This is an optimization exercise on Yosys and OpenROAD, whose aim is small area, a short achievable clock period and few clock cycles, not a production implementation. Function was not checked in any run shown here: the RTL went through the layout flow alone. Power and IR drop assume default switching activity.

==> flow/design.v <==
`default_nettype none
package srt_pkg;
	parameter int APB_DATA_W = 32;	 
	parameter int EST_W = 5;	 
	typedef enum logic [2:0] {
		QD_ZERO = 3'b000,
		QD_POS1 = 3'b001,
		QD_POS2 = 3'b010,
		QD_NEG2 = 3'b110,
		QD_NEG1 = 3'b111
	} qdigit_e;
	typedef enum logic [7:0] {
		ADDR_DIVIDEND = 8'h00,
		ADDR_DIVISOR = 8'h04,	 
		ADDR_STATUS = 8'h08,
		ADDR_RESULT = 8'h0C	 
	} reg_addr_e;
endpackage
`default_nettype wire
`timescale 1ns/10ps
`default_nettype none
module srt_div_top (
	input logic clk,
	input logic arst_n,
	input logic psel,
	input logic penable,
	input logic pwrite,
	input logic [7:0] paddr,
	input logic [srt_pkg::APB_DATA_W-1:0] pwdata,
	output logic [srt_pkg::APB_DATA_W-1:0] prdata,
	output logic pready,
	output logic pslverr
);
	localparam logic [7:0] A_DVD = 8'h00;
	localparam logic [7:0] A_DVS = 8'h04;
	localparam logic [7:0] A_STS = 8'h08;
	localparam logic [7:0] A_RES = 8'h0C;
	logic [15:0] dividend;
	logic [31:0] slot [4];		 
	logic [3:0] sdbz;		 
	logic [2:0] n_out;		 
	logic [2:0] n_rdy;		 
	logic [1:0] n_pend;		 
	logic [1:0] wr_ptr;		 
	logic [1:0] rd_ptr;		 
	logic [1:0] u_ptr;		 
	logic wbf;			 
	logic busy;			 
	logic [2:0] cnt;		 
	logic [15:0] ur;		 
	logic [15:0] uq;		 
	logic [15:0] ud;		 
	logic pre_dbz;			 
	logic pre_skip;
	logic dvd_wr_q;			 
	logic div_wr_q;			 
	logic rd_res_q;			 
	assign pready = 1'b1;
	logic setup;
	logic launch;
	logic pop;
	logic [2:0] n_rdy_vis;		 
	assign setup = psel & ~penable;
	assign launch = div_wr_q & penable;
	assign pop = rd_res_q & penable;
	assign n_rdy_vis = n_rdy + {2'b0, wbf};
	always_ff @(posedge clk or negedge arst_n) begin
		if (!arst_n) begin
			dvd_wr_q <= 1'b0;
			div_wr_q <= 1'b0;
			rd_res_q <= 1'b0;
		end else begin
			dvd_wr_q <= setup & pwrite & (paddr == A_DVD);
			div_wr_q <= setup & pwrite & (paddr == A_DVS) & (n_out != 3'd4);
			rd_res_q <= setup & ~pwrite & (paddr == A_RES) & (n_rdy_vis != 3'd0);
		end
	end
	always_ff @(posedge clk) begin
		pslverr <= (pwrite & (paddr == A_DVS) & (n_out == 3'd4)) |
			(~pwrite & (paddr == A_RES) & (n_rdy_vis == 3'd0));
		case (paddr)
			A_DVD: prdata <= {16'b0, dividend};
			A_STS: prdata <= {24'b0, 1'b0, n_rdy_vis, 2'b0,
				sdbz[rd_ptr] & (n_rdy_vis != 3'd0), n_rdy_vis != 3'd0};
			A_RES: prdata <= (n_rdy_vis != 3'd0) ? slot[rd_ptr] : 32'b0;
			default: prdata <= 32'b0;
		endcase
	end
	always_ff @(posedge clk) begin
		if (dvd_wr_q & penable)
			dividend <= pwdata[15:0];
	end
	function automatic logic [16:0] step(input logic [15:0] r, input logic b,
			input logic [15:0] d);
		logic [16:0] x;
		logic [17:0] s;
		x = {r, b};
		s = {1'b0, x} - {2'b0, d};
		step = s[17] ? {x[15:0], 1'b0} : {s[15:0], 1'b1};
	endfunction
	logic [16:0] st1;
	logic [16:0] st2;
	logic [15:0] nr;		 
	logic [15:0] nq;
	assign st1 = step(ur, uq[15], ud);
	assign st2 = step(st1[16:1], uq[14], ud);
	assign nr = st2[16:1];
	assign nq = {uq[13:0], st1[0], st2[0]};
	logic last;			 
	logic fin;			 
	logic pend_bus;			 
	logic load_pend;		 
	logic load_new;			 
	logic pend_store;		 
	logic [1:0] nxt_ptr;
	logic [31:0] ops;		 
	logic [31:0] bus;
	logic [15:0] la;		 
	logic [15:0] lb;
	logic l_dbz;			 
	logic l_skip;			 
	logic [15:0] lr;		 
	logic [15:0] lq;
	logic [2:0] lcnt;
	assign last = busy & (cnt == 3'd0);
	assign pend_bus = (n_pend != 2'd0) | (busy & ~last);
	assign fin = last & ~(div_wr_q & (n_pend != 2'd0));
	assign load_pend = fin & (n_pend != 2'd0);
	assign load_new = div_wr_q & ~pend_bus;
	assign pend_store = launch & pend_bus;
	assign nxt_ptr = u_ptr + 2'd1;
	assign ops = slot[nxt_ptr];
	assign bus = (div_wr_q & pend_bus) ? {dividend, pwdata[15:0]} : {nr, nq};
	always_ff @(posedge clk) begin
		pre_dbz <= (pwdata[15:0] == 16'b0);
		pre_skip <= (dividend[15:8] < pwdata[15:0]);
	end
	assign la = load_pend ? ops[31:16] : dividend;
	assign lb = load_pend ? ops[15:0] : pwdata[15:0];
	assign l_dbz = load_pend ? (ops[15:0] == 16'b0) : pre_dbz;
	assign l_skip = load_pend ? (ops[31:24] < ops[15:0]) : pre_skip;
	always_comb begin
		if (l_dbz) begin
			lr = {2'b0, la[15:2]};
			lq = {la[1:0], 14'h3fff};
			lcnt = 3'd0;
		end else if (l_skip) begin
			lr = {8'b0, la[15:8]};
			lq = {la[7:0], 8'b0};
			lcnt = 3'd3;
		end else begin
			lr = 16'b0;
			lq = la;
			lcnt = 3'd7;
		end
	end
	always_ff @(posedge clk or negedge arst_n) begin
		if (!arst_n) begin
			busy <= 1'b0;
			cnt <= 3'd0;
			u_ptr <= 2'd3;
			wr_ptr <= 2'd0;
			rd_ptr <= 2'd0;
			n_out <= 3'd0;
			n_rdy <= 3'd0;
			n_pend <= 2'd0;
			wbf <= 1'b0;
		end else begin
			if (load_pend | (launch & ~pend_bus)) begin
				busy <= 1'b1;
				cnt <= lcnt;
				u_ptr <= nxt_ptr;
			end else if (fin) begin
				busy <= 1'b0;
			end else if (busy & ~last) begin
				cnt <= cnt - 3'd1;
			end
			if (launch)
				wr_ptr <= wr_ptr + 2'd1;
			if (pop)
				rd_ptr <= rd_ptr + 2'd1;
			n_out <= n_out + {2'b0, launch} - {2'b0, pop};
			n_rdy <= n_rdy + {2'b0, wbf} - {2'b0, pop};
			n_pend <= n_pend + {1'b0, pend_store} - {1'b0, load_pend};
			wbf <= fin;
		end
	end
	always_ff @(posedge clk) begin
		if (load_pend | load_new) begin
			ur <= lr;
			uq <= lq;
			ud <= lb;
		end else if (busy & ~last) begin
			ur <= nr;
			uq <= nq;
		end
		for (int i = 0; i < 4; i++) begin
			if ((div_wr_q & pend_bus & (wr_ptr == 2'(i))) | (fin & (u_ptr == 2'(i))))
				slot[i] <= bus;
			if (div_wr_q & (wr_ptr == 2'(i)))
				sdbz[i] <= pre_dbz;
		end
	end
endmodule
`default_nettype wire
==> flow/run.sh <==
#!/bin/bash
# synth_recipe.tcl (not shown) runs the flow's synth.tcl, then flattens the netlist and writes it again
# the make line also repeats each setting of config.mk as NAME=value (left out here)
make -C /OpenROAD-flow-scripts/flow DESIGN_CONFIG=/design/flow/config.mk WORK_HOME=/design/flow/orfs CLKGATE_MAP_FILE= SYNTH_SCRIPT=/design/flow/synth_recipe.tcl finish
==> flow/config.mk <==
export PLATFORM = sky130hd
export DESIGN_NAME = srt_div_top
export DESIGN_NICKNAME = srt_div_top
export VERILOG_FILES = /design/flow/design.v
export SDC_FILE = /design/flow/constraint.sdc
export NUM_CORES = 4
export LEC_CHECK = 0
export CAP_MARGIN = 20
export CORE_MARGIN = 2
export CORE_UTILIZATION = 45
export PLACE_DENSITY = 0.6
export SLEW_MARGIN = 20
==> flow/constraint.sdc <==
create_clock -name core_clock -period 10.0 [get_ports {clk}]
set_input_delay 2.0000 -clock core_clock [delete_from_list [all_inputs] [get_ports {clk}]]
set_output_delay 2.0000 -clock core_clock [all_outputs]
set_load 0.01 [all_outputs]
==> flow_summary.ini, run 1 <==
[outcome]
outcome = no timing/DRC/antenna violations

[synth]
netlist_instances = 1226
muxShareOfSynthArea = 0.0365
synth_largest_type_area_fraction = 0.440
synthSimpleGateAreaFrac = 0.115
yosys_warnings = 2
largest_cells_by_area_after_synthesis = sky130_fd_sc_hd__edfxtp_1 (44%), sky130_fd_sc_hd__ha_1 (6.5%), sky130_fd_sc_hd__dfxtp_1 (5.2%)
synth_top_flop_cell = sky130_fd_sc_hd__edfxtp_1
largest_family_of_logic_cells_by_synthesized_area = compound AO/OA/AOI/OAI gates
syn_area_per_cell_um2 = 10.9
syn-cell-area_mm2 = 0.0134
yosys.area_share.adder = 0.0690
ys_types = 83
synth_xor_xnor_area_share = 0.0190
synth_compound_gate_area_share = 0.186
synth_enable_flop_cells = 196
post-synth-top-count-cell = sky130_fd_sc_hd__edfxtp_1
postSynthNetCount = 1343
async_flop_share = 0.0870
synthDominantAreaCellType = sky130_fd_sc_hd__edfxtp_1
synth_seq_area_share = 0.534
synth-seq-cells = 253
netlist_top_cells_count = sky130_fd_sc_hd__edfxtp_1 (196), sky130_fd_sc_hd__nor2_1 (127), sky130_fd_sc_hd__nand2_1 (119)

[sta]
clock-skew-final_ns = 0.0286
period_share = 0.579
fmax_ghz = 0.173
final-max-slew-violation-count = 0
final.min_clock_period_ns = 5.79
worst_slew_margin_rel = 0.281
final.hold.worst_slack_ns = 0.476
setup_viol = 0
slew_of_the_pin_with_the_lowest_slew_margin_ns = 1.08
final.setup.tns_ns = 0
grt_setup_unrepaired = false
timing.final.hold_violations = 0
post-route-worst-setup-slack_ns = 4.21

[clocking]
postCtsSetupBuffers = 0
cts_made_buffers = 28
ctsResizeCount = 0
postCtsHoldBufs = 0
tritoncts = yes
clk_latency_ns = 0.56
cts_num_sinks = 253
root_buffer = sky130_fd_sc_hd__clkbuf_16
clk_pin_slew_worst_paths_ns = 0.06
htree_num_levels = 1
maximum_buffer_depth_of_the_clock_tree = 3

[floorplanning]
core_region_area_mm2 = 0.0295
die_width_um = 176
initial_core_util = 0.454
fp.dieH_um = 176
design.die.area_mm2 = 0.0311
total_i_o_pin_count = 79
site_row_count = 63

[worst_setup_path]
worst-endpoint-arrival_ns = 6.04
worstSetupStartpointType = register
timing.setup.critical_path_class = reg -> reg
worst_setup_path_end_kind = register
crit_fanout = 33
r2r_slack_ns = 4.21
worst-endpoint-required_ns = 10.25

[power]
p_clk_frac = 0.484
p_int_uw = 1830
design_power_total_uw = 2290
ir_worst_vdd_mv = 0.119
switching_share = 0.202
total_switching_power_uw = 462
power.static_leakage_uw = 0.00576
power_frac_seq = 0.493
power.density_cell_area_mw_per_mm2 = 149
power.combinational.fraction = 0.023

[route]
postRouteAntennaNets = 0
via_count_of_the_routed_design = 10100
drc_errors = 0
detailedRoute.firstPassIterationCount = 7
detail_route.wirelength_um = 37000
dr.first_iter.drc_count = 1442
wl_per_cell_um = 22.1
via_per_inst = 6.01

[layout]
multi_input_comb_area_mm2 = 0.00570
diodes = 0
regArea_mm2 = 0.00714
layout-drive-gt1-share = 0.0868
fillerInstances = 2607
finalCoreUtilization = 0.520
num-nets-final = 1385
area_growth_pct = 14.5

[grt]
grt_use_total = 0.238
groute.layer.met2.usage = 0.400
grt_util_met1 = 0.324
grt_pass1_vias = 9776
grt.busiest_layer = met2
total_gr_overflow = 0
antenna_found_initial = 0
largest_net_degree_at_the_start_of_global_routing = 64
gr-usage-met3 = 0.0342
wire_length_of_the_first_global_routing_pass_um = 56700

[placed_design]
port_buffers = 61
globalplace.congestion = 0.963
final_hpwl_dp_um = 26100
place_ws_ns = 4.30

[min_path]
holdCritPathClass = reg -> reg

[job]
cap_violations = 0
kinds of logic after synthesis:
kind of cell	after synthesis
AO/OA/AOI/OAI	353
AND/OR/NAND/NOR	343
flip-flops	253
buffers and inverters	130
adder cells (fa/ha/maj)	72
multiplexers	45
XOR/XNOR	29
other	1
critical path, stage by stage (launching register included):
cell,delay (ns)
sky130_fd_sc_hd__edfxtp_1,0.46
sky130_fd_sc_hd__inv_1,0.12
sky130_fd_sc_hd__ha_1,0.23
sky130_fd_sc_hd__nor2b_4,0.13
sky130_fd_sc_hd__o31a_1,0.33
sky130_fd_sc_hd__o211ai_2,0.26
sky130_fd_sc_hd__nand3_2,0.18
sky130_fd_sc_hd__a21boi_4,0.63
sky130_fd_sc_hd__mux2i_2,0.37
sky130_fd_sc_hd__ha_1,0.27
sky130_fd_sc_hd__nor2b_1,0.14
sky130_fd_sc_hd__o31ai_1,0.52
sky130_fd_sc_hd__a21o_1,0.27
sky130_fd_sc_hd__a31oi_1,0.18
sky130_fd_sc_hd__o41ai_2,0.26
sky130_fd_sc_hd__o21ai_2,0.08
sky130_fd_sc_hd__buf_4,0.26
sky130_fd_sc_hd__nand2b_1,0.20
sky130_fd_sc_hd__a31oi_1,0.54
stage by stage:
stage | area, um2 | std cells
6_report | 15300 | 1680
5_1_grt | 15300 | 1680
4_1_cts | 15300 | 1680
3_5_place_dp | 14300 | 1628
3_3_place_gp | 14300 | 1628
2_1_floorplan | 13400 | 1226
sequential cells by signal, summed over array words and instances (netlist names), 3 cells and up:
register and cells:
slot 128, prdata 32, dividend 16, ud 16
uq 16, ur 16, sdbz 4, cnt 3
n_out 3, n_rdy 3
metal layers:
metal / vias to the layer above / share of wire / routed length (um)
met2: 424 / 0.47 / 17600
met4: 0 / 0.026 / 975
met1: 4899 / 0.42 / 15600
li1: 4711 / - / -
met5: - / 0 / 0
met3: 64 / 0.077 / 2850
power by group through the flow:
| stage | combinational [uW] | sequential [uW] | clock [uW] |
|---|---|---|---|
| final | 53.4 | 1130 | 1110 |
| after global routing | 59.9 | 1130 | 1160 |
| after CTS | 53.6 | 1130 | 1130 |
| after detailed placement | 53.5 | 1150 | 0 |
| after global placement | 53.1 | 1150 | 0 |
| after floorplan | 26.0 | 1150 | 0 |
area by class of cell:
cell class	count	area share
multi-input combinational	843	0.372
clock inverter	14	0.0152
inverter	64	0.0157
timing repair buffer	78	0.0479
tap	390	0.0319
sequential	253	0.466
clock buffer	38	0.0508
placed cells by master (no fill, tap or decap), drive strengths merged, types with 20 or more instances in the layout:
cell type / synthesis / layout
ha: 69 / 69
dfxtp: 35 / 35
dfrtp: 20 / 20
clkdlybuf4s50: 0 / 60
clkbuf: 39 / 38
nor2: 127 / 127
a222oi: 60 / 60
edfxtp: 196 / 196
o21ai: 83 / 83
mux2i: 30 / 30
nand2: 120 / 120
a21oi: 98 / 98
xnor2: 26 / 26
inv: 64 / 65
path summary, 6_finish.rpt:
kind | start | cells after the start | to
max reg2reg | ud[1]$_DFFE_PN_ | 18 | slot[1][31]$_DFFE_PP_
min reg2reg | n_out[2]$_DFF_PN0_ | 1 | n_out[2]$_DFF_PN0_
min in group asynchronous | arst_n | 1 | cnt[2]$_DFFE_PN0P_
max in group asynchronous | arst_n | 1 | u_ptr[1]$_DFFE_PN1N_
min | n_out[2]$_DFF_PN0_ | 1 | n_out[2]$_DFF_PN0_
max | ud[1]$_DFFE_PN_ | 18 | slot[1][31]$_DFFE_PP_
==> run 2, diff against run 1 <==
==> flow/flow/run.sh (new file) <==
#!/bin/bash
set -euo pipefail
MARGIN=$(cat flow/margin.txt)
bash standard.sh synth > synth.log 2>&1
bash standard.sh SETUP_SLACK_MARGIN=$MARGIN finish > layout.log 2>&1
==> flow/flow/margin.txt (new file) <==
6.5
==> flow/standard.sh (new file) <==
#!/bin/bash
# synth_recipe.tcl (not shown) runs the flow's synth.tcl, then flattens the netlist and writes it again
# the make line also repeats each setting of config.mk as NAME=value (left out here)
make -C /OpenROAD-flow-scripts/flow DESIGN_CONFIG=/design/flow/config.mk WORK_HOME=/design/flow/orfs CLKGATE_MAP_FILE= SYNTH_SCRIPT=/design/flow/synth_recipe.tcl "${@:-finish}"
removed: flow/run.sh
==> flow_summary.ini, run 2 <==
[outcome]
outcome = no timing/DRC/antenna violations

[clocking]
cts_num_sinks = 253
root_buffer = sky130_fd_sc_hd__clkbuf_16
htree_num_levels = 1
clk_pin_slew_worst_paths_ns = 0.06
cts_made_buffers = 29
clk_latency_ns = 0.56
maximum_buffer_depth_of_the_clock_tree = 3
tritoncts = yes

[floorplanning]
design.die.area_mm2 = 0.0311
site_row_count = 63
initial_core_util = 0.454
fp.dieH_um = 176
die_width_um = 176
core_region_area_mm2 = 0.0295
total_i_o_pin_count = 79

[synth]
netlist_top_cells_count = sky130_fd_sc_hd__edfxtp_1 (196), sky130_fd_sc_hd__nor2_1 (127), sky130_fd_sc_hd__nand2_1 (119)
synth_enable_flop_cells = 196
post-synth-top-count-cell = sky130_fd_sc_hd__edfxtp_1
synth_top_flop_cell = sky130_fd_sc_hd__edfxtp_1
netlist_instances = 1226
synth_largest_type_area_fraction = 0.440
yosys_warnings = 2
synthDominantAreaCellType = sky130_fd_sc_hd__edfxtp_1
async_flop_share = 0.0870
synth_seq_area_share = 0.534
largest_cells_by_area_after_synthesis = sky130_fd_sc_hd__edfxtp_1 (44%), sky130_fd_sc_hd__ha_1 (6.5%), sky130_fd_sc_hd__dfxtp_1 (5.2%)
syn_area_per_cell_um2 = 10.9
syn-cell-area_mm2 = 0.0134
synth-seq-cells = 253
ys_types = 83
postSynthNetCount = 1343

[layout]
final_instance_area_mm2 = 0.0171
top_register = slot
registers_with_the_most_flip_flops = slot (128), prdata (32)
mostFrequentLayoutCell = sky130_fd_sc_hd__edfxtp_1
num-nets-final = 1460
fillerInstances = 2449
mostFrequentLayoutCells = sky130_fd_sc_hd__edfxtp_1 (196), sky130_fd_sc_hd__nor2_1 (120), sky130_fd_sc_hd__nand2_1 (116)
area_growth_pct = 27.7
finalNonFillerCells = 1756
multi_input_comb_area_mm2 = 0.00671
diodes = 0
largest_reg_flops = 128
layout-drive-gt1-share = 0.220
regArea_mm2 = 0.00714

[min_path]
hold_path_depth = 1
hold_start = n_out[2]$_DFF_PN0_
holdCritPathClass = reg -> reg
hold_end = n_out[2]$_DFF_PN0_

[grt]
total_gr_overflow = 0
wire_length_of_the_first_global_routing_pass_um = 62900
antenna_found_initial = 0
largest_net_degree_at_the_start_of_global_routing = 67
grt_pass1_vias = 10700
grt_use_total = 0.269

[power]
ir_worst_vdd_mv = 0.124
power.density_cell_area_mw_per_mm2 = 131
power.static_leakage_uw = 0.00628

[placed_design]
port_buffers = 61
place_ws_ns = 4.19
dp_cells = 1629
final_hpwl_dp_um = 26200
globalplace.congestion = 0.952
placed_area_mm2 = 0.0144

[route]
wl_per_cell_um = 24.1
dr.first_iter.drc_count = 1439
postRouteAntennaNets = 0
detailedRoute.firstPassIterationCount = 8
detail_route.wirelength_um = 42300
drc_errors = 0
via_per_inst = 6.15
via_count_of_the_routed_design = 10800

[sta]
fmax_ghz = 0.209
period_share = 0.478
slew_of_the_pin_with_the_lowest_slew_margin_ns = 0.953
final.setup.tns_ns = 0
final-max-slew-violation-count = 0
final.hold.worst_slack_ns = 0.469
timing.final.hold_violations = 0
setup_viol = 0
clock-skew-final_ns = 0.0217
grt_setup_unrepaired = true
final.min_clock_period_ns = 4.78
worst_slew_margin_rel = 0.365
post-route-worst-setup-slack_ns = 5.22

[worst_setup_path]
cp_num_buf_inv = 5
cp_top_family = compound AO/OA/AOI/OAI gates
ff2ff_path_depth = 21
timing.setup.critical_path_class = reg -> reg
critical_path_depth = 21
r2r_slack_ns = 5.22
worst-endpoint-arrival_ns = 5.14
crit-reg2reg-capture = slot[3][18]$_DFFE_PP_
r2r_start = ud[2]$_DFFE_PN_
worst_setup_path_end_kind = register
worstSetupStartpointType = register
slowest_stage = sky130_fd_sc_hd__edfxtp_1
worst-endpoint-required_ns = 10.36
crit_fanout = 8
slowest_delay_ns = 0.46
critical_path_cell_by_cell = inv_2 -> ha_4 -> o21a_1 -> o31a_1 -> o211ai_2 -> nand3_2 -> a21boi_4 -> buf_12 -> buf_4 -> mux2i_4 -> ha_4 -> o211a_4 -> o31ai_4 -> a21o_1 -> a31oi_4 -> o41ai_4 -> o21ai_4 -> buf_12 -> buf_16 -> mux2i_4 -> a21oi_2

[job]
cap_violations = 0
==> run 2: cell counts after synthesis <==
Identical to the previous run, type by type.
==> run 2: stage by stage <==
step                power (uW)   util
global placement          1200  0.488
detailed placement        1200  0.488
finish                    2240  0.579
floorplan                 1180      -
CTS                       2240  0.564
global route              2290  0.579
==> run 2: worst max path at each step <==
stage,from,end,slack [ns]
final,ud[2]$_DFFE_PN_,slot[3][18]$_DFFE_PP_,5.22
after global routing,ud[1]$_DFFE_PN_,slot[3][18]$_DFFE_PP_,5.10
after CTS,ud[1]$_DFFE_PN_,slot[0][31]$_DFFE_PP_,5.06
after detailed placement,ud[1]$_DFFE_PN_,slot[0][31]$_DFFE_PP_,4.19
after global placement,ud[1]$_DFFE_PN_,slot[0][31]$_DFFE_PP_,4.25
after floorplan,ud[1]$_DFFE_PN_,slot[0][24]$_DFFE_PP_,5.70
==> run 2: cell families after synthesis <==
group	share of synthesized area
other cells	0.000280
mux	0.0365
compound gates	0.186
fa+ha+maj	0.0690
buf+inv	0.0407
simple gates	0.115
flops	0.534
xor+xnor	0.0190
==> run 2: where the power goes <==
| part | internal, uW | switching, uW |
|---|---|---|
| Clock | 620 | 422 |
| Combinational | 28.9 | 36.0 |
| Sequential | 1130 | 2.09 |
==> run 2: layout make-up <==
| cell class | count | share of cell area |
|---|---|---|
| repair buffers | 149 | 0.0925 |
| multi-input cells | 846 | 0.393 |
| clock buffers | 42 | 0.0459 |
| flip-flops and latches | 253 | 0.418 |
| clock inverters | 12 | 0.00820 |
| inverters | 64 | 0.0144 |
| well taps | 390 | 0.0286 |
==> run 2: timing repair <==
action,CTS,global route
buffers inserted,46,18
hold buffers,0,0
resized for setup,147,62
endpoints found under the setup margin,115,157
pin swaps,51,32
cloned,9,0
==> run 2: layer usage <==
metal  part of all wire  vias to the layer above  global-route usage
met5                  0                        -                   0
met4              0.044                        0               0.110
met3              0.096                      119              0.0588
met2               0.47                      568               0.442
met1               0.39                     5237               0.344
li1                   -                     4880                   -
==> run 2: worst reg2reg max path, delay by kind of cell, from the launching register on <==
family	cells	cell delay [ns]
AO/OA/AOI/OAI	11	2.15
adder cells (fa/ha/maj)	2	0.48
buffers and inverters	5	0.78
flip-flops	1	0.46
multiplexers	2	0.53
AND/OR/NAND/NOR	1	0.18
==> run 3, diff against run 2 <==
--- a/flow/design.v
+++ b/flow/design.v
@@ -53,4 +53,6 @@
 	logic pre_dbz;			 
 	logic pre_skip;
+	logic [17:0] pre_d3;		 
+	logic [17:0] ud3;		 
 	logic dvd_wr_q;			 
 	logic div_wr_q;			 
@@ -91,20 +93,29 @@
 			dividend <= pwdata[15:0];
 	end
-	function automatic logic [16:0] step(input logic [15:0] r, input logic b,
-			input logic [15:0] d);
-		logic [16:0] x;
-		logic [17:0] s;
+	function automatic logic [17:0] step(input logic [15:0] r, input logic [1:0] b,
+			input logic [15:0] d, input logic [17:0] d3);
+		logic [17:0] x;
+		logic [18:0] s1;
+		logic [18:0] s2;
+		logic [18:0] s3;
 		x = {r, b};
-		s = {1'b0, x} - {2'b0, d};
-		step = s[17] ? {x[15:0], 1'b0} : {s[15:0], 1'b1};
+		s1 = {1'b0, x} - {3'b0, d};
+		s2 = {1'b0, x} - {2'b0, d, 1'b0};
+		s3 = {1'b0, x} - {1'b0, d3};
+		if (!s3[18])
+			step = {s3[15:0], 2'd3};
+		else if (!s2[18])
+			step = {s2[15:0], 2'd2};
+		else if (!s1[18])
+			step = {s1[15:0], 2'd1};
+		else
+			step = {x[15:0], 2'd0};
 	endfunction
-	logic [16:0] st1;
-	logic [16:0] st2;
+	logic [17:0] st;
 	logic [15:0] nr;		 
 	logic [15:0] nq;
-	assign st1 = step(ur, uq[15], ud);
-	assign st2 = step(st1[16:1], uq[14], ud);
-	assign nr = st2[16:1];
-	assign nq = {uq[13:0], st1[0], st2[0]};
+	assign st = step(ur, uq[15:14], ud, ud3);
+	assign nr = st[17:2];
+	assign nq = {uq[13:0], st[1:0]};
 	logic last;			 
 	logic fin;			 
@@ -135,4 +146,5 @@
 		pre_dbz <= (pwdata[15:0] == 16'b0);
 		pre_skip <= (dividend[15:8] < pwdata[15:0]);
+		pre_d3 <= {2'b0, pwdata[15:0]} + {1'b0, pwdata[15:0], 1'b0};
 	end
 	assign la = load_pend ? ops[31:16] : dividend;
@@ -191,4 +203,5 @@
 			uq <= lq;
 			ud <= lb;
+			ud3 <= load_pend ? ({2'b0, ops[15:0]} + {1'b0, ops[15:0], 1'b0}) : pre_d3;
 		end else if (busy & ~last) begin
 			ur <= nr;
==> flow/run.sh (new file) <==
#!/bin/bash
# synth_recipe.tcl (not shown) runs the flow's synth.tcl, then flattens the netlist and writes it again
# the make line also repeats each setting of config.mk as NAME=value (left out here)
make -C /OpenROAD-flow-scripts/flow DESIGN_CONFIG=/design/flow/config.mk WORK_HOME=/design/flow/orfs CLKGATE_MAP_FILE= SYNTH_SCRIPT=/design/flow/synth_recipe.tcl finish
removed: flow/flow/run.sh
removed: flow/flow/margin.txt
removed: flow/standard.sh
==> flow_summary.ini, run 3 <==
[worst_setup_path]
critical_path_cell_by_cell = ha_1 -> inv_1 -> buf_4 -> o21ai_0 -> ha_1 -> a21o_1 -> a2111oi_0 -> o21ai_1 -> a31oi_2 -> buf_4 -> mux2i_1 -> a31oi_1
slowest_delay_ns = 0.87
worstSetupStartpointType = register
worst-endpoint-arrival_ns = 5.45
slowest_stage = sky130_fd_sc_hd__ha_1
crit_fanout = 47
cp_num_buf_inv = 3
worst-endpoint-required_ns = 10.28
timing.setup.critical_path_class = reg -> reg
cp_top_family = compound AO/OA/AOI/OAI gates
worst_setup_path_end_kind = register

[floorplanning]
initial_core_util = 0.457
core_region_area_mm2 = 0.0366
total_i_o_pin_count = 79
design.die.area_mm2 = 0.0387
fp.dieH_um = 197
site_row_count = 70
die_width_um = 197

[placed_design]
final_hpwl_dp_um = 34400
port_buffers = 61
globalplace.congestion = 0.940
placed_area_mm2 = 0.0178

[route]
wl_per_cell_um = 22.3
via_count_of_the_routed_design = 13200
met2_wirelength_um = 22200
via_per_inst = 6.04
detailedRoute.firstPassIterationCount = 8
dr.first_iter.drc_count = 1405
drc_errors = 0
wirelength_met1_um = 21800
postRouteAntennaNets = 0
met3_wirelength_from_detailed_routing_um = 3290
detail_route.wirelength_um = 48600
top_layer_used = met4

[sta]
clock-skew-final_ns = 0.0297
final.min_clock_period_ns = 5.17
setup_viol = 0
final.setup.tns_ns = 0
timing.final.hold_violations = 0
slew_of_the_pin_with_the_lowest_slew_margin_ns = 1.10
final-max-slew-violation-count = 0
grt_setup_unrepaired = false
fmax_ghz = 0.194
worst_slew_margin_rel = 0.267
period_share = 0.517
final.hold.worst_slack_ns = 0.461

[layout]
area_growth_pct = 12.7
mostFrequentLayoutCell = sky130_fd_sc_hd__edfxtp_1
mostFrequentLayoutCells = sky130_fd_sc_hd__edfxtp_1 (214), sky130_fd_sc_hd__nor2_1 (170), sky130_fd_sc_hd__nand2_1 (154)
registers_with_the_most_flip_flops = slot (128), prdata (32)
layout-drive-gt1-share = 0.0701
num-nets-final = 1872
largest_reg_flops = 128
top_register = slot
diodes = 0
final_instance_area_mm2 = 0.0189

[synth]
postSynthNetCount = 1829
syn_area_per_cell_um2 = 10.2
largest_cells_by_area_after_synthesis = sky130_fd_sc_hd__edfxtp_1 (38%), sky130_fd_sc_hd__ha_1 (10%), sky130_fd_sc_hd__dfxtp_1 (6.3%)
netlist_instances = 1645
synth_largest_type_area_fraction = 0.384
synthSimpleGateAreaFrac = 0.116
synth_enable_flop_cells = 214
synth_top_flop_cell = sky130_fd_sc_hd__edfxtp_1
netlist_top_cells_count = sky130_fd_sc_hd__edfxtp_1 (214), sky130_fd_sc_hd__nor2_1 (170), sky130_fd_sc_hd__nand2_1 (154)
muxShareOfSynthArea = 0.0197
synth-seq-cells = 289
synth_compound_gate_area_share = 0.201
yosys_warnings = 2
largest_family_of_logic_cells_by_synthesized_area = compound AO/OA/AOI/OAI gates
synthDominantAreaCellType = sky130_fd_sc_hd__edfxtp_1
synth_seq_area_share = 0.480
post-synth-top-count-cell = sky130_fd_sc_hd__edfxtp_1
yosys.area_share.adder = 0.107
syn-cell-area_mm2 = 0.0167
synth_xor_xnor_area_share = 0.0340
async_flop_share = 0.0761
ys_types = 81

[grt]
total_gr_overflow = 0
antenna_found_initial = 0
largest_net_degree_at_the_start_of_global_routing = 84
wire_length_of_the_first_global_routing_pass_um = 74800
grt_use_total = 0.252
grt_pass1_vias = 12400

[clocking]
postCtsHoldBufs = 0
root_buffer = sky130_fd_sc_hd__clkbuf_16
cts_num_sinks = 289
postCtsSetupBuffers = 0
ctsResizeCount = 0
tritoncts = yes
cts_made_buffers = 31
clk_latency_ns = 0.59
clk_pin_slew_worst_paths_ns = 0.06
htree_num_levels = 1
maximum_buffer_depth_of_the_clock_tree = 3

[power]
power.density_cell_area_mw_per_mm2 = 139
ir_worst_vdd_mv = 0.150
power.static_leakage_uw = 0.00759

[outcome]
outcome = no timing/DRC/antenna violations

[job]
cap_violations = 0

[min_path]
holdCritPathClass = reg -> reg
## run 3: cell types whose count changed in the layout (fill, tap and decap cells not counted), sizes merged, moves of 17 or more
cell,before,now
nor2,127,170
a21oi,98,144
buf,86,24
xor2,3,20
ha,69,134
edfxtp,196,214
xnor2,26,45
inv,65,104
dfxtp,35,53
o21ai,83,130
nand2,120,154
## run 3: layout make-up
class	count	area, um2
fillers	3341	17700
flip-flops and latches	289	8040
multi-input cells	1179	8030
clock buffers	36	805
repair buffers	84	778
well taps	468	586
inverters	103	389
clock inverters	22	241
## run 3: routing by layer
metal / vias to the layer above / global-route usage
li1: 6183 / -
met1: 6357 / 0.356
met2: 547 / 0.411
met3: 86 / 0.0299
met4: 0 / 0.0707
met5: - / 0
## run 3: cells by family after synthesis
family,count (synthesis)
AO/OA/AOI/OAI,495
flip-flops,289
buffers and inverters,177
other,1
XOR/XNOR,65
AND/OR/NAND/NOR,447
adder cells (fa/ha/maj),140
multiplexers,31
## run 3: worst paths after layout
kind,startpoint,slack (ns),cells after the start,endpoint
max,u_ptr[0]$_DFFE_PN1N_,4.83,12,uq[9]$_DFFE_PP_
min,n_out[2]$_DFF_PN0_,0.46,1,n_out[2]$_DFF_PN0_
max reg2reg,u_ptr[0]$_DFFE_PN1N_,4.83,12,uq[9]$_DFFE_PP_
min reg2reg,n_out[2]$_DFF_PN0_,0.46,1,n_out[2]$_DFF_PN0_
max in group asynchronous,arst_n,8.24,1,u_ptr[0]$_DFFE_PN1N_
min in group asynchronous,arst_n,1.38,1,n_rdy[2]$_DFF_PN0_
## run 3: stage by stage
step,total power (uW),instances,util,worst slack [ns]
after floorplan,1410,1645,-,5.85
after global placement,1460,2123,0.487,4.83
after detailed placement,1460,2123,0.487,4.79
after CTS,2640,2181,0.515,4.96
after global routing,2700,2181,0.515,4.71
final,2620,2181,0.515,4.83
## run 3: power breakdown
group          total [uW]  switching [uW]  internal [uW]
clock network        1190             485            703
registers            1300            6.34           1300
logic                 131            77.2           53.6
total                2620             569           2050
==> run 4, diff against run 3 <==
--- a/flow/config.mk
+++ b/flow/config.mk
@@ -10,3 +10,4 @@
 export CORE_UTILIZATION = 45
 export PLACE_DENSITY = 0.6
+export SETUP_SLACK_MARGIN = 5
 export SLEW_MARGIN = 20
==> flow_summary.ini, run 4 <==
[outcome]
outcome = no timing/DRC/antenna violations

[worst_setup_path]
worst_setup_path_end_kind = register
worst-endpoint-arrival_ns = 5.13
critical_path_cell_by_cell = ha_2 -> inv_1 -> buf_4 -> o21ai_0 -> ha_1 -> a21o_1 -> a2111oi_0 -> o21ai_1 -> a31oi_2 -> buf_4 -> mux2i_1 -> a31oi_1
cp_num_buf_inv = 3
ff2ff_path_depth = 12
worstSetupStartpointType = register
crit_fanout = 47
critical_path_depth = 12
worst-endpoint-required_ns = 10.28
timing.setup.critical_path_class = reg -> reg
critical-path-top-cell-by-count = sky130_fd_sc_hd__buf_4
slowest_stage = sky130_fd_sc_hd__o21ai_0
cp_top_family = compound AO/OA/AOI/OAI gates
slowest_delay_ns = 0.78

[route]
via_per_inst = 6.00
wl_per_cell_um = 22.2
detailedRoute.firstPassIterationCount = 9
detail_route.wirelength_um = 48500
via_count_of_the_routed_design = 13100
drc_errors = 0
dr.first_iter.drc_count = 1470
postRouteAntennaNets = 0

[layout]
diodes = 0
mostFrequentLayoutCell = sky130_fd_sc_hd__edfxtp_1
registers_with_the_most_flip_flops = slot (128), prdata (32)
finalNonFillerCells = 2182
largest_reg_flops = 128
final_instance_area_mm2 = 0.0189
num-nets-final = 1873
mostFrequentLayoutCells = sky130_fd_sc_hd__edfxtp_1 (214), sky130_fd_sc_hd__nor2_1 (170), sky130_fd_sc_hd__nand2_1 (154)
finalCoreUtilization = 0.516
top_register = slot
layout-drive-gt1-share = 0.0712
area_growth_pct = 12.8

[floorplanning]
core_region_area_mm2 = 0.0366
die_width_um = 197
total_i_o_pin_count = 79
initial_core_util = 0.457
fp.dieH_um = 197
site_row_count = 70
design.die.area_mm2 = 0.0387

[sta]
fmax_ghz = 0.206
setup_viol = 0
clock-skew-final_ns = 0.0283
period_share = 0.485
final.min_clock_period_ns = 4.85
grt_setup_unrepaired = false
timing.final.hold_violations = 0
worst_slew_margin_rel = 0.228
final.setup.tns_ns = 0
final-max-slew-violation-count = 0
slew_of_the_pin_with_the_lowest_slew_margin_ns = 1.15

[job]
cap_violations = 0

[synth]
synthDominantAreaCellType = sky130_fd_sc_hd__edfxtp_1
synth-seq-cells = 289
async_flop_share = 0.0761
synth_enable_flop_cells = 214
post-synth-top-count-cell = sky130_fd_sc_hd__edfxtp_1
synth_top_flop_cell = sky130_fd_sc_hd__edfxtp_1
syn_area_per_cell_um2 = 10.2
syn-cell-area_mm2 = 0.0167
yosys_warnings = 2
netlist_top_cells_count = sky130_fd_sc_hd__edfxtp_1 (214), sky130_fd_sc_hd__nor2_1 (170), sky130_fd_sc_hd__nand2_1 (154)
synth_largest_type_area_fraction = 0.384
largest_cells_by_area_after_synthesis = sky130_fd_sc_hd__edfxtp_1 (38%), sky130_fd_sc_hd__ha_1 (10%), sky130_fd_sc_hd__dfxtp_1 (6.3%)
synth_seq_area_share = 0.480
postSynthNetCount = 1829
netlist_instances = 1645
ys_types = 81

[placed_design]
placed_area_mm2 = 0.0178
dp_cells = 2123
final_hpwl_dp_um = 34400
globalplace.congestion = 0.940
port_buffers = 61

[clocking]
clk_pin_slew_worst_paths_ns = 0.06
postCtsHoldBufs = 0
maximum_buffer_depth_of_the_clock_tree = 3
clk_latency_ns = 0.59
root_buffer = sky130_fd_sc_hd__clkbuf_16
cts_num_sinks = 289
htree_num_levels = 1
cts_made_buffers = 31
tritoncts = yes

[power]
power.density_cell_area_mw_per_mm2 = 139
design_power_total_uw = 2620
ir_worst_vdd_mv = 0.150
power.static_leakage_uw = 0.00759

[grt]
grt_pass1_vias = 12400
grt_use_total = 0.252
antenna_found_initial = 0
wire_length_of_the_first_global_routing_pass_um = 74800
largest_net_degree_at_the_start_of_global_routing = 84
total_gr_overflow = 0

[min_path]
hold_path_depth = 1
holdCritPathClass = reg -> reg
==> run 4: final cells by class <==
class                      count  area (um2)
tap                          468         586
inverter                     103         389
multi-input combinational   1179        8030
fill                        3339       17700
sequential                   289        8040
timing repair buffer          85         786
clock buffer                  36         805
clock inverter                22         241
==> run 4: metrics by stage <==
step,worst slack (ns),hold WS (ns)
floorplan,5.85,0.438
global placement,4.83,0.455
detailed placement,4.79,0.457
CTS,5.13,0.467
global route,5.01,0.508
finish,5.15,0.461
==> run 4: metal layers <==
layer,global-route usage,up-vias,part of all wire
li1,-,6179,-
met5,0,-,0
met1,0.356,6274,0.45
met2,0.411,547,0.45
met4,0.0707,0,0.027
met3,0.0299,82,0.073
==> run 4: repair_timing <==
item,in CTS,in global routing
buffers inserted,0,1
gates resized for setup,1,0
pin swaps,0,1
endpoints found under the setup margin,2,3
==> run 4: cells by family after synthesis <==
logic type / after synthesis / share of synthesized area
AOI/OAI and AO/OA: 495 / 0.201
xor gates and xnor gates: 65 / 0.0340
adders and majority gates: 140 / 0.107
buffers and inverters: 177 / 0.0416
DFF: 289 / 0.480
muxes: 31 / 0.0197
other: 1 / 0.000224
and+or+nand+nor: 447 / 0.116
==> run 4: final timing paths <==
kind                                            from                   end  slack (ns)
worst min-delay path              n_out[2]$_DFF_PN0_    n_out[2]$_DFF_PN0_        0.46
worst max register to register  u_ptr[0]$_DFFE_PN1N_       uq[9]$_DFFE_PP_        5.15
max in group asynchronous                     arst_n  u_ptr[0]$_DFFE_PN1N_        8.24
worst max-delay path            u_ptr[0]$_DFFE_PN1N_       uq[9]$_DFFE_PP_        5.15
worst min register to register    n_out[2]$_DFF_PN0_    n_out[2]$_DFF_PN0_        0.46
min in group asynchronous                     arst_n    n_rdy[2]$_DFF_PN0_        1.38
==> run 4: power breakdown <==
part / internal (uW) / total, uW / leakage, uW / switching, uW
Combinational: 53.6 / 131 / 0.00443 / 77.0
Clock: 703 / 1190 / 0.000511 / 487
Sequential: 1300 / 1300 / 0.00265 / 6.31
==> run 5, diff against run 4 <==
==> flow/flow/run.sh (new file) <==
#!/bin/bash
set -euo pipefail
MARGIN=$(cat flow/margin.txt)
bash standard.sh synth > synth.log 2>&1
bash standard.sh SETUP_SLACK_MARGIN=$MARGIN finish > layout.log 2>&1
==> flow/flow/margin.txt (new file) <==
6.5
==> flow/standard.sh (new file) <==
#!/bin/bash
# synth_recipe.tcl (not shown) runs the flow's synth.tcl, then flattens the netlist and writes it again
# the make line also repeats each setting of config.mk as NAME=value (left out here)
make -C /OpenROAD-flow-scripts/flow DESIGN_CONFIG=/design/flow/config.mk WORK_HOME=/design/flow/orfs CLKGATE_MAP_FILE= SYNTH_SCRIPT=/design/flow/synth_recipe.tcl "${@:-finish}"
--- a/flow/config.mk
+++ b/flow/config.mk
@@ -10,4 +10,3 @@
 export CORE_UTILIZATION = 45
 export PLACE_DENSITY = 0.6
-export SETUP_SLACK_MARGIN = 5
 export SLEW_MARGIN = 20
removed: flow/run.sh
==> flow_summary.ini, run 5 <==
[outcome]
outcome = no timing/DRC/antenna violations

[power]
ir_worst_vdd_mv = 0.137
power.density_cell_area_mw_per_mm2 = 121
power.static_leakage_uw = 0.00869

[worst_setup_path]
timing.setup.critical_path_class = reg -> reg
critical-path-top-cell-by-count = sky130_fd_sc_hd__ha_4
slowest_delay_ns = 0.59
worstSetupStartpointType = register
ff2ff_path_depth = 19
worst-endpoint-required_ns = 10.32
crit_fanout = 6
cp_num_buf_inv = 5
crit-reg2reg-capture = ud3[15]$_DFFE_PN_
cp_top_family = compound AO/OA/AOI/OAI gates
critical_path_cell_by_cell = inv_4 -> ha_4 -> buf_12 -> a222oi_1 -> buf_4 -> a21o_4 -> inv_4 -> ha_4 -> ha_4 -> o21ai_2 -> nand3_2 -> nand3_2 -> o21ai_2 -> o21a_1 -> a221o_1 -> buf_6 -> o41ai_4 -> xor2_1 -> o21ai_1
worst_setup_path_end_kind = register
r2r_slack_ns = 6.10
r2r_start = u_ptr[1]$_DFFE_PN1N_
worst-endpoint-arrival_ns = 4.22
slowest_stage = sky130_fd_sc_hd__dfstp_2

[synth]
synth_largest_type_area_fraction = 0.384
yosys_warnings = 2
netlist_top_cells_count = sky130_fd_sc_hd__edfxtp_1 (214), sky130_fd_sc_hd__nor2_1 (170), sky130_fd_sc_hd__nand2_1 (154)
synth_seq_area_share = 0.480
synthDominantAreaCellType = sky130_fd_sc_hd__edfxtp_1
postSynthNetCount = 1829
syn-cell-area_mm2 = 0.0167
ys_types = 81
async_flop_share = 0.0761
syn_area_per_cell_um2 = 10.2
post-synth-top-count-cell = sky130_fd_sc_hd__edfxtp_1
synth_top_flop_cell = sky130_fd_sc_hd__edfxtp_1
netlist_instances = 1645
largest_cells_by_area_after_synthesis = sky130_fd_sc_hd__edfxtp_1 (38%), sky130_fd_sc_hd__ha_1 (10%), sky130_fd_sc_hd__dfxtp_1 (6.3%)
synth_enable_flop_cells = 214
synth-seq-cells = 289

[sta]
worst_slew_margin_rel = 0.365
timing.final.hold_violations = 0
grt_setup_unrepaired = true
fmax_ghz = 0.256
final-max-slew-violation-count = 0
slew_of_the_pin_with_the_lowest_slew_margin_ns = 0.953
clock-skew-final_ns = 0.0228
period_share = 0.390
final.setup.tns_ns = 0
setup_viol = 0
final.min_clock_period_ns = 3.90

[floorplanning]
initial_core_util = 0.457
site_row_count = 70
total_i_o_pin_count = 79
core_region_area_mm2 = 0.0366
design.die.area_mm2 = 0.0387
fp.dieH_um = 197
die_width_um = 197

[clocking]
root_buffer = sky130_fd_sc_hd__clkbuf_16
tritoncts = yes
htree_num_levels = 1
maximum_buffer_depth_of_the_clock_tree = 3
postCtsHoldBufs = 0
cts_made_buffers = 31
clk_pin_slew_worst_paths_ns = 0.06
clk_latency_ns = 0.60
cts_num_sinks = 289

[min_path]
holdCritPathClass = reg -> reg
hold_end = n_pend[1]$_DFF_PN0_
hold_path_depth = 1
hold_start = n_pend[1]$_DFF_PN0_

[grt]
grt_pass1_vias = 13800
wire_length_of_the_first_global_routing_pass_um = 81900
largest_net_degree_at_the_start_of_global_routing = 84
grt_use_total = 0.278
antenna_found_initial = 0
total_gr_overflow = 0

[route]
via_count_of_the_routed_design = 14300
drc_errors = 0
via_per_inst = 6.15
dr.first_iter.drc_count = 1771
postRouteAntennaNets = 0
detail_route.wirelength_um = 55600
wl_per_cell_um = 23.9
detailedRoute.firstPassIterationCount = 6

[job]
cap_violations = 0

[layout]
mostFrequentLayoutCell = sky130_fd_sc_hd__edfxtp_1
mostFrequentLayoutCells = sky130_fd_sc_hd__edfxtp_1 (214), sky130_fd_sc_hd__nor2_1 (165), sky130_fd_sc_hd__nand2_1 (152)
finalNonFillerCells = 2327
largest_reg_flops = 128
top_register = slot
layout-drive-gt1-share = 0.246
num-nets-final = 2019
registers_with_the_most_flip_flops = slot (128), prdata (32)
diodes = 0
area_growth_pct = 30.4

[placed_design]
final_hpwl_dp_um = 34300
port_buffers = 61
globalplace.congestion = 0.955
dp_cells = 2120
==> run 5: kinds of logic (layout without fill, tap and decap cells) <==
kind of cell,count (synthesis),in the layout,share of synthesized area
compound gates,495,496,0.201
xor+xnor,65,65,0.0340
fa+ha+maj,140,140,0.107
buf+inv,177,390,0.0416
flops,289,289,0.480
mux,31,31,0.0197
other cells,1,1,0.000224
simple gates,447,447,0.116
==> run 5: report_power, final <==
part / switching, uW / internal [uW]
sequential: 6.21 / 1300
clock: 499 / 682
combinational: 89.9 / 73.6
total: 595 / 2050
==> run 5: worst max-delay path by stage <==
stage / from / to / cells after the start
after floorplan: pwdata[2] / pre_d3[17]$_DFF_P_ / 11
after global placement: pwdata[2] / pre_d3[17]$_DFF_P_ / 12
after detailed placement: pwdata[2] / pre_d3[17]$_DFF_P_ / 12
after CTS: u_ptr[0]$_DFFE_PN1N_ / ud3[13]$_DFFE_PN_ / 18
after global routing: u_ptr[0]$_DFFE_PN1N_ / ud3[15]$_DFFE_PN_ / 18
final: u_ptr[1]$_DFFE_PN1N_ / ud3[15]$_DFFE_PN_ / 19
==> run 5: layer usage <==
| layer | GRT usage | routed length (um) | vias to the layer above | share of wire |
|---|---|---|---|---|
| li1 | - | - | 6477 | - |
| met1 | 0.381 | 23100 | 6937 | 0.42 |
| met2 | 0.449 | 25200 | 737 | 0.45 |
| met3 | 0.0363 | 4710 | 168 | 0.085 |
| met4 | 0.108 | 2610 | 0 | 0.047 |
| met5 | 0 | 0 | - | 0 |
==> run 5: layout make-up <==
type                       instances  area (um2)
clock inverter                    21         234
fill                            2983       14800
multi-input combinational       1180        9350
tap                              468         586
timing repair buffer             230        2380
sequential                       289        8040
inverter                         103         432
clock buffer                      36         805
==> run 5: through the flow <==
step	util	cell area (um2)	hold WS, ns	total power, uW	setup WS [ns]
2_1_floorplan	-	16900	0.438	1410	5.99
3_3_place_gp	0.490	17900	0.453	1460	4.92
3_5_place_dp	0.490	17900	0.473	1460	4.85
4_1_cts	0.565	20700	0.484	2650	6.21
5_1_grt	0.596	21800	0.506	2720	6.03
6_report	0.596	21800	0.486	2650	6.10
==> run 5: repair_timing <==
action	CTS	global route
buffers inserted	98	42
cloned	7	3
resized for setup	227	148
pin swaps	69	60
setup endpoints to repair	175	177

## re-timing with driven ports
How much do the figures lean on ideal ports? The routed layouts below were timed once more, with nothing changed but the port constraints.
Step 1 sets driving cells, clkbuf_16 on the clock port and buf_2 on the other inputs (assumed; they add their load-dependent delay and slew).
Step 2 adds t to the input delays and takes it off the output delays; t is the mean of the earliest and latest rising clock arrival at the registers after step 1. Input paths then give back, and output paths get back, about the clock's delay inside the block.
a / b / c = ideal ports / drivers / drivers and shift; a / b = the first two.
run	shift t [ns]	setup slack, ns	worst slew at a driven data input, ns
run 1	0.597	4.213 / 4.213 / 4.213	0.04
run 2	0.603	5.216 / 5.216 / 5.216	0.03
run 3	0.630	4.834 / 4.834 / 4.735	0.03
run 4	0.631	5.148 / 5.148 / 4.736	0.03
run 5	0.639	6.098 / 6.098 / 5.773	0.08
After both steps every run listed still meets setup and hold. For run 4, which loses most, drivers alone change the setup slack by 0.000 ns; drivers and shift together by -0.412 ns.
